Background: an optimization exercise with open tools, aiming at small area, a short achievable clock period and few clock cycles per item. Do not read the settings as production practice. RTL that was checked went through simulation tests only; none was proved equivalent to the original.

==> trial 89 <==
==> flow/design.v (excerpt) <==
module aes_inv_sub_bytes (
  input  logic         i_clk,
  input  logic         i_rst,
  input  logic         i_valid,
  input  logic [127:0] i_data,
  output logic         o_ready,
  output logic         o_valid,
  input  logic         i_ready,
  output logic [127:0] o_data
);
==> flow/config.mk <==
export PLATFORM = sky130hd
export DESIGN_NAME = aes_inv_sub_bytes
export DESIGN_NICKNAME = aes_inv_sub_bytes
export VERILOG_FILES = /design/flow/design.v
export SDC_FILE = /design/flow/constraint.sdc
export NUM_CORES = 4
export LEC_CHECK = 0
export CAP_MARGIN = 20
export CORE_MARGIN = 2
export CORE_UTILIZATION = 75
export CTS_BUF_LIST = sky130_fd_sc_hd__clkbuf_8
export CTS_CLUSTER_DIAMETER = 50
export CTS_CLUSTER_SIZE = 14
export PLACE_DENSITY = 0.85
export SLEW_MARGIN = 20
==> flow/constraint.sdc <==
create_clock -name core_clock -period 20.0 [get_ports {i_clk}]
set_input_delay 4.0000 -clock core_clock [delete_from_list [all_inputs] [get_ports {i_clk}]]
set_output_delay 4.0000 -clock core_clock [all_outputs]
set_load 0.01 [all_outputs]
standard.sh (not shown) runs the stock make flow with config.mk's settings and CLKGATE_MAP_FILE= SYNTH_SCRIPT=/design/flow/synth_recipe.tcl, a recipe that flattens the netlist after the stock synthesis.
==> flow/flow/run.sh <==
#!/bin/bash
# Standard ORFS layout (the standard.sh), except that:
#  - Yosys's final ABC technology mapping uses flow/map.abc instead of ORFS's speed script
#    (all other synthesis steps, and so the registers and their names, are the standard ones);
#  - the make variables listed in flow/make_args (one VAR=value per line) are added.
set -euo pipefail
W=$PWD
{
  cat <<'TCL'
proc abc {args} {
  set i [lsearch -exact $args -script]
  if {$i >= 0} { lset args [expr {$i + 1}] $::env(FLOW_ABC_SCRIPT) }
  yosys abc {*}$args
}
TCL
  cat "$W/synth_recipe.tcl"
} > "$W/flow_synth.tcl"
sed "s#$W/synth_recipe.tcl#$W/flow_synth.tcl#g" "$W/standard.sh" > "$W/flow_standard.sh"
grep -q flow_synth.tcl "$W/flow_standard.sh"
export FLOW_ABC_SCRIPT="$W/flow/map.abc"
args=()
if [[ -f "$W/flow/make_args" ]]; then
  while IFS= read -r line; do
    [[ -n "$line" && "$line" != \#* ]] && args+=("$line")
  done < "$W/flow/make_args"
fi
bash "$W/flow_standard.sh" "${args[@]}" finish > "$W/flow_make.log" 2>&1
==> flow/flow/make_args <==
BUFFER_PORTS_ARGS=-buffer_cell sky130_fd_sc_hd__buf_1
SETUP_SLACK_MARGIN=14.8
ADDER_MAP_FILE=
==> flow/flow/map.abc <==
&get -n
&st
&dch -f
&nf -R 1000
&put
==> build 72 (differences from trial 89) <==
--- a/flow/design.v
+++ b/flow/design.v
@@ -22,17 +22,18 @@
   always_ff @(posedge i_clk or posedge i_rst) begin
     if (i_rst) begin
       in_v_q   <= 1'b0;
       skid_v_q <= 1'b0;
       out_v_q  <= 1'b0;
+      ready_q  <= 1'b1;
     end else begin
       if (out_free) out_v_q <= in_v_q;
       if (in_load)  in_v_q  <= skid_v_q | take;
       skid_v_q <= skid_v_d;
+      ready_q  <= ~skid_v_d;
     end
   end
-  always_ff @(posedge i_clk) ready_q <= ~skid_v_d;
   always_ff @(posedge i_clk) begin
     if (out_free) out_q  <= sub;
     if (in_load)  in_q   <= skid_v_q ? skid_q : mapped;
     if (!skid_v_q) skid_q <= mapped;
   end
@@ -43,34 +44,34 @@
 module aes_inv_sub_bytes_map (
   input  logic [7:0] a,
   output logic [7:0] y
 );
   logic n0, n1, n2, n3, n4, n5, n6, n7, n8, n9, n10, n11, n12, n13, n14, n15, n16;
-  assign n0 = a[0] ^ a[1];
+  assign n0 = a[1] ^ a[3];
   assign n1 = n0 ^ a[4];
-  assign n2 = a[2] ^ a[4];
-  assign n3 = n2 ^ a[5];
-  assign n4 = ~n3;
-  assign n5 = ~a[1];
-  assign n6 = n0 ^ a[5];
-  assign n7 = ~n6;
-  assign n8 = a[2] ^ a[5];
-  assign n9 = n8 ^ a[6];
-  assign n10 = n9 ^ a[7];
-  assign n11 = n0 ^ a[7];
-  assign n12 = a[1] ^ a[3];
-  assign n13 = n12 ^ a[4];
-  assign n14 = n13 ^ a[5];
-  assign n15 = a[1] ^ a[4];
-  assign n16 = n15 ^ a[6];
-  assign y = {n16, n14, n11, n10, n7, n5, n4, n1};
+  assign n2 = n1 ^ a[5];
+  assign n3 = a[1] ^ a[4];
+  assign n4 = n3 ^ a[6];
+  assign n5 = a[2] ^ a[5];
+  assign n6 = n5 ^ a[6];
+  assign n7 = n6 ^ a[7];
+  assign n8 = a[0] ^ a[1];
+  assign n9 = n8 ^ a[7];
+  assign n10 = ~a[1];
+  assign n11 = n8 ^ a[5];
+  assign n12 = ~n11;
+  assign n13 = n8 ^ a[4];
+  assign n14 = a[2] ^ a[4];
+  assign n15 = n14 ^ a[5];
+  assign n16 = ~n15;
+  assign y = {n16, n13, n12, n10, n9, n7, n4, n2};
 endmodule
 module aes_inv_sub_bytes_inv (
   input  logic [7:0] a,
   output logic [7:0] y
 );
-  logic n0, n1, n2, n3, n4, n5, n6, n7, n8, n9, n10, n11, n12, n13, n14, n15, n16, n17, n18, n19, n20, n21, n22, n23, n24, n25, n26, n27, n28, n29, n30, n31, n32, n33, n34, n35, n36, n37, n38, n39, n40, n41, n42, n43, n44, n45, n46, n47, n48, n49, n50, n51, n52, n53, n54, n55, n56, n57, n58, n59, n60, n61, n62, n63, n64, n65, n66, n67, n68, n69, n70, n71, n72, n73, n74, n75, n76, n77, n78, n79, n80, n81, n82, n83, n84, n85, n86, n87, n88, n89, n90, n91, n92, n93, n94, n95, n96, n97, n98, n99, n100, n101, n102, n103, n104, n105, n106, n107, n108, n109, n110, n111, n112, n113, n114, n115, n116, n117, n118, n119, n120, n121, n122, n123, n124, n125, n126, n127, n128, n129, n130, n131, n132, n133, n134, n135, n136, n137, n138, n139, n140, n141, n142, n143, n144, n145, n146, n147, n148, n149, n150, n151, n152, n153, n154, n155, n156, n157, n158, n159, n160, n161, n162, n163, n164, n165, n166, n167, n168, n169, n170, n171, n172, n173, n174, n175, n176, n177, n178, n179;
+  logic n0, n1, n2, n3, n4, n5, n6, n7, n8, n9, n10, n11, n12, n13, n14, n15, n16, n17, n18, n19, n20, n21, n22, n23, n24, n25, n26, n27, n28, n29, n30, n31, n32, n33, n34, n35, n36, n37, n38, n39, n40, n41, n42, n43, n44, n45, n46, n47, n48, n49, n50, n51, n52, n53, n54, n55, n56, n57, n58, n59, n60, n61, n62, n63, n64, n65, n66, n67, n68, n69, n70, n71, n72, n73, n74, n75, n76, n77, n78, n79, n80, n81, n82, n83, n84, n85, n86, n87, n88, n89, n90, n91, n92, n93, n94, n95, n96, n97, n98, n99, n100, n101, n102, n103, n104, n105, n106, n107, n108, n109, n110, n111, n112, n113, n114, n115, n116, n117, n118, n119, n120, n121, n122, n123, n124, n125, n126, n127, n128, n129, n130, n131, n132, n133, n134, n135, n136, n137, n138, n139, n140, n141, n142, n143, n144, n145, n146, n147, n148, n149, n150, n151, n152, n153, n154, n155, n156, n157, n158, n159, n160, n161, n162, n163, n164, n165, n166, n167, n168, n169, n170, n171, n172, n173, n174, n175, n176, n177, n178, n179, n180, n181;
   assign n0 = a[4] ^ a[0];
   assign n1 = a[5] ^ a[1];
   assign n2 = a[6] ^ a[2];
   assign n3 = a[7] ^ a[3];
   assign n4 = n2 ^ n0;
@@ -89,15 +90,15 @@
   assign n17 = n15 ^ n11;
   assign n18 = n16 ^ n12;
   assign n19 = n18 ^ n17;
   assign n20 = n17 ^ n19;
   assign n21 = n12 ^ n11;
-  assign n22 = n21 ^ n11;
-  assign n23 = n11 ^ n17;
-  assign n24 = n22 ^ n20;
-  assign n25 = n16 ^ n15;
-  assign n26 = n16 ^ n17;
+  assign n22 = n12 ^ n17;
+  assign n23 = n21 ^ n20;
+  assign n24 = n16 ^ n15;
+  assign n25 = n24 ^ n15;
+  assign n26 = n15 ^ n17;
   assign n27 = n25 ^ n20;
   assign n28 = a[6] ^ a[4];
   assign n29 = a[7] ^ a[5];
   assign n30 = a[2] ^ a[0];
   assign n31 = a[3] ^ a[1];
@@ -125,12 +126,12 @@
   assign n53 = a[7] & a[3];
   assign n54 = n53 ^ n52;
   assign n55 = n51 ^ n52;
   assign n56 = n54 ^ n38;
   assign n57 = n55 ^ n39;
-  assign n58 = n23 ^ n47;
-  assign n59 = n24 ^ n48;
+  assign n58 = n22 ^ n47;
+  assign n59 = n23 ^ n48;
   assign n60 = n26 ^ n56;
   assign n61 = n27 ^ n57;
   assign n62 = ~n58;
   assign n63 = ~n59;
   assign n64 = ~n60;
@@ -233,21 +234,23 @@
   assign n161 = n120 & a[3];
   assign n162 = n161 ^ n160;
   assign n163 = n159 ^ n160;
   assign n164 = n162 ^ n150;
   assign n165 = n163 ^ n151;
-  assign n166 = n136 ^ n137;
-  assign n167 = n166 ^ n158;
-  assign n168 = n144 ^ n145;
-  assign n169 = n168 ^ n164;
-  assign n170 = n169 ^ n165;
-  assign n171 = n136 ^ n144;
-  assign n172 = n171 ^ n158;
-  assign n173 = n166 ^ n144;
-  assign n174 = n137 ^ n145;
-  assign n175 = n174 ^ n157;
-  assign n176 = n175 ^ n158;
-  assign n177 = n176 ^ n164;
-  assign n178 = n174 ^ n158;
-  assign n179 = n136 ^ n164;
-  assign y = {n165, n179, n178, n177, n173, n172, n170, n167};
+  assign n166 = n145 ^ n164;
+  assign n167 = n166 ^ n165;
+  assign n168 = n136 ^ n137;
+  assign n169 = n168 ^ n157;
+  assign n170 = n169 ^ n158;
+  assign n171 = n145 ^ n157;
+  assign n172 = n171 ^ n164;
+  assign n173 = n157 ^ n164;
+  assign n174 = n173 ^ n165;
+  assign n175 = n136 ^ n144;
+  assign n176 = n175 ^ n145;
+  assign n177 = n176 ^ n158;
+  assign n178 = n177 ^ n165;
+  assign n179 = n145 ^ n158;
+  assign n180 = n179 ^ n165;
+  assign n181 = n136 ^ n164;
+  assign y = {n137, n181, n180, n178, n174, n172, n170, n167};
 endmodule
==> flow/flow/make_args (replaced) <==
BUFFER_PORTS_ARGS=-buffer_cell sky130_fd_sc_hd__buf_1
SETUP_SLACK_MARGIN=14.5
Settings changed: CORE_UTILIZATION 75 to 65, PLACE_DENSITY 0.85 to 0.75.
==> build 73 (differences from trial 89) <==
--- a/flow/design.v
+++ b/flow/design.v
@@ -43,34 +43,34 @@
 module aes_inv_sub_bytes_map (
   input  logic [7:0] a,
   output logic [7:0] y
 );
   logic n0, n1, n2, n3, n4, n5, n6, n7, n8, n9, n10, n11, n12, n13, n14, n15, n16;
-  assign n0 = a[0] ^ a[1];
+  assign n0 = a[1] ^ a[3];
   assign n1 = n0 ^ a[4];
-  assign n2 = a[2] ^ a[4];
-  assign n3 = n2 ^ a[5];
-  assign n4 = ~n3;
-  assign n5 = ~a[1];
-  assign n6 = n0 ^ a[5];
-  assign n7 = ~n6;
-  assign n8 = a[2] ^ a[5];
-  assign n9 = n8 ^ a[6];
-  assign n10 = n9 ^ a[7];
-  assign n11 = n0 ^ a[7];
-  assign n12 = a[1] ^ a[3];
-  assign n13 = n12 ^ a[4];
-  assign n14 = n13 ^ a[5];
-  assign n15 = a[1] ^ a[4];
-  assign n16 = n15 ^ a[6];
-  assign y = {n16, n14, n11, n10, n7, n5, n4, n1};
+  assign n2 = n1 ^ a[5];
+  assign n3 = a[1] ^ a[4];
+  assign n4 = n3 ^ a[6];
+  assign n5 = a[2] ^ a[5];
+  assign n6 = n5 ^ a[6];
+  assign n7 = n6 ^ a[7];
+  assign n8 = a[0] ^ a[1];
+  assign n9 = n8 ^ a[7];
+  assign n10 = ~a[1];
+  assign n11 = n8 ^ a[5];
+  assign n12 = ~n11;
+  assign n13 = n8 ^ a[4];
+  assign n14 = a[2] ^ a[4];
+  assign n15 = n14 ^ a[5];
+  assign n16 = ~n15;
+  assign y = {n16, n13, n12, n10, n9, n7, n4, n2};
 endmodule
 module aes_inv_sub_bytes_inv (
   input  logic [7:0] a,
   output logic [7:0] y
 );
-  logic n0, n1, n2, n3, n4, n5, n6, n7, n8, n9, n10, n11, n12, n13, n14, n15, n16, n17, n18, n19, n20, n21, n22, n23, n24, n25, n26, n27, n28, n29, n30, n31, n32, n33, n34, n35, n36, n37, n38, n39, n40, n41, n42, n43, n44, n45, n46, n47, n48, n49, n50, n51, n52, n53, n54, n55, n56, n57, n58, n59, n60, n61, n62, n63, n64, n65, n66, n67, n68, n69, n70, n71, n72, n73, n74, n75, n76, n77, n78, n79, n80, n81, n82, n83, n84, n85, n86, n87, n88, n89, n90, n91, n92, n93, n94, n95, n96, n97, n98, n99, n100, n101, n102, n103, n104, n105, n106, n107, n108, n109, n110, n111, n112, n113, n114, n115, n116, n117, n118, n119, n120, n121, n122, n123, n124, n125, n126, n127, n128, n129, n130, n131, n132, n133, n134, n135, n136, n137, n138, n139, n140, n141, n142, n143, n144, n145, n146, n147, n148, n149, n150, n151, n152, n153, n154, n155, n156, n157, n158, n159, n160, n161, n162, n163, n164, n165, n166, n167, n168, n169, n170, n171, n172, n173, n174, n175, n176, n177, n178, n179;
+  logic n0, n1, n2, n3, n4, n5, n6, n7, n8, n9, n10, n11, n12, n13, n14, n15, n16, n17, n18, n19, n20, n21, n22, n23, n24, n25, n26, n27, n28, n29, n30, n31, n32, n33, n34, n35, n36, n37, n38, n39, n40, n41, n42, n43, n44, n45, n46, n47, n48, n49, n50, n51, n52, n53, n54, n55, n56, n57, n58, n59, n60, n61, n62, n63, n64, n65, n66, n67, n68, n69, n70, n71, n72, n73, n74, n75, n76, n77, n78, n79, n80, n81, n82, n83, n84, n85, n86, n87, n88, n89, n90, n91, n92, n93, n94, n95, n96, n97, n98, n99, n100, n101, n102, n103, n104, n105, n106, n107, n108, n109, n110, n111, n112, n113, n114, n115, n116, n117, n118, n119, n120, n121, n122, n123, n124, n125, n126, n127, n128, n129, n130, n131, n132, n133, n134, n135, n136, n137, n138, n139, n140, n141, n142, n143, n144, n145, n146, n147, n148, n149, n150, n151, n152, n153, n154, n155, n156, n157, n158, n159, n160, n161, n162, n163, n164, n165, n166, n167, n168, n169, n170, n171, n172, n173, n174, n175, n176, n177, n178, n179, n180, n181;
   assign n0 = a[4] ^ a[0];
   assign n1 = a[5] ^ a[1];
   assign n2 = a[6] ^ a[2];
   assign n3 = a[7] ^ a[3];
   assign n4 = n2 ^ n0;
@@ -89,15 +89,15 @@
   assign n17 = n15 ^ n11;
   assign n18 = n16 ^ n12;
   assign n19 = n18 ^ n17;
   assign n20 = n17 ^ n19;
   assign n21 = n12 ^ n11;
-  assign n22 = n21 ^ n11;
-  assign n23 = n11 ^ n17;
-  assign n24 = n22 ^ n20;
-  assign n25 = n16 ^ n15;
-  assign n26 = n16 ^ n17;
+  assign n22 = n12 ^ n17;
+  assign n23 = n21 ^ n20;
+  assign n24 = n16 ^ n15;
+  assign n25 = n24 ^ n15;
+  assign n26 = n15 ^ n17;
   assign n27 = n25 ^ n20;
   assign n28 = a[6] ^ a[4];
   assign n29 = a[7] ^ a[5];
   assign n30 = a[2] ^ a[0];
   assign n31 = a[3] ^ a[1];
@@ -125,12 +125,12 @@
   assign n53 = a[7] & a[3];
   assign n54 = n53 ^ n52;
   assign n55 = n51 ^ n52;
   assign n56 = n54 ^ n38;
   assign n57 = n55 ^ n39;
-  assign n58 = n23 ^ n47;
-  assign n59 = n24 ^ n48;
+  assign n58 = n22 ^ n47;
+  assign n59 = n23 ^ n48;
   assign n60 = n26 ^ n56;
   assign n61 = n27 ^ n57;
   assign n62 = ~n58;
   assign n63 = ~n59;
   assign n64 = ~n60;
@@ -233,21 +233,23 @@
   assign n161 = n120 & a[3];
   assign n162 = n161 ^ n160;
   assign n163 = n159 ^ n160;
   assign n164 = n162 ^ n150;
   assign n165 = n163 ^ n151;
-  assign n166 = n136 ^ n137;
-  assign n167 = n166 ^ n158;
-  assign n168 = n144 ^ n145;
-  assign n169 = n168 ^ n164;
-  assign n170 = n169 ^ n165;
-  assign n171 = n136 ^ n144;
-  assign n172 = n171 ^ n158;
-  assign n173 = n166 ^ n144;
-  assign n174 = n137 ^ n145;
-  assign n175 = n174 ^ n157;
-  assign n176 = n175 ^ n158;
-  assign n177 = n176 ^ n164;
-  assign n178 = n174 ^ n158;
-  assign n179 = n136 ^ n164;
-  assign y = {n165, n179, n178, n177, n173, n172, n170, n167};
+  assign n166 = n145 ^ n164;
+  assign n167 = n166 ^ n165;
+  assign n168 = n136 ^ n137;
+  assign n169 = n168 ^ n157;
+  assign n170 = n169 ^ n158;
+  assign n171 = n145 ^ n157;
+  assign n172 = n171 ^ n164;
+  assign n173 = n157 ^ n164;
+  assign n174 = n173 ^ n165;
+  assign n175 = n136 ^ n144;
+  assign n176 = n175 ^ n145;
+  assign n177 = n176 ^ n158;
+  assign n178 = n177 ^ n165;
+  assign n179 = n145 ^ n158;
+  assign n180 = n179 ^ n165;
+  assign n181 = n136 ^ n164;
+  assign y = {n137, n181, n180, n178, n174, n172, n170, n167};
 endmodule
==> flow_metrics.tcl <==
set metrics [dict create \
    status "finished clean" \
    nNetsFinal 3005 \
    synth_compound_area_share_pct 4.02 \
    relSlewSlack_pct 24.5 \
    inv_count 21 \
    cts_made_buffers 43 \
    start_util_pct 66.0 \
    rrSetupSlack_ps 15210 \
    use_met2_pct 41.2 \
    grt_pass1_wl_um 81000 \
]
-- figures above: build 72

==> flow_metrics.tcl <==
set metrics [dict create \
    drc_errors 0 \
    rrSetupSlack_ps 15230 \
    grt_pass1_wl_um 84900 \
    vias_per_cell 5.33 \
    use_met2_pct 51.8 \
    status "finished clean" \
    nNetsFinal 3072 \
    post-dp-hpwl_um 38700 \
    inv_count 34 \
    synth_area_um2 25900 \
    final-nonclk-buf-share_pct 3.58 \
    start_util_pct 75.5 \
    fin_area_um2 28300 \
    coreArea_um2 34300 \
    cts_made_buffers 40 \
    synth_compound_area_share_pct 4.07 \
    pre_cts_ws_ps 14430 \
    relSlewSlack_pct 28.9 \
    synth_nets 2767 \
]
-- figures above: trial 89

==> flow_metrics.tcl <==
set metrics [dict create \
    utilization_pct 83.2 \
    status "finished clean" \
    synth_compound_area_share_pct 4.63 \
    clock_buffer_count 42 \
    nNetsFinal 2984 \
    grt_pass1_wl_um 81000 \
    maxSlewViolCount 0 \
    busiest_layer "met2" \
    synth_nets 2680 \
    cts_made_buffers 39 \
    relSlewSlack_pct 31.3 \
    use_met2_pct 51.1 \
    multiInputGateArea_um2 14900 \
    rrSetupSlack_ps 15180 \
]
-- figures above: build 73

Testbench counts of build 73, summed over its fixed seeds: cycles 400, items 384.
No functional check of the RTL was part of trial 89 and build 72.

port drivers added, routing unchanged:
Ports are ideal in the flow. The routed layouts listed here were re-timed in OpenROAD.
Step 1 sets driving cells, clkbuf_16 on the clock port and buf_2 on the other inputs (assumed; they add their load-dependent delay and slew).
Step 2 also shifts input and output timing later by t, the mid clock arrival at the registers, as if the neighbouring blocks saw the same clock.
a / b / c = ideal ports / drivers / drivers and shift; a / b = the first two.
run | t, ns | setup WS [ns] | latest minus earliest clock arrival (ns) | worst register clock-pin slew, ns | worst slew at a driven data input, ns
trial 89 | 0.653 | 14.768 / 14.715 / 14.385 | 0.025 / 0.025 | 0.09 / 0.09 | 0.05
build 72 | 0.671 | 14.652 / 14.617 / 14.010 | 0.029 / 0.030 | 0.09 / 0.09 | 0.07
build 73 | 0.651 | 14.794 / 14.743 / 14.414 | 0.035 / 0.035 | 0.09 / 0.09 | 0.09
After both steps every run listed still meets setup and hold. For build 72, which loses most, drivers alone change the setup slack by -0.035 ns; drivers and shift together by -0.642 ns.
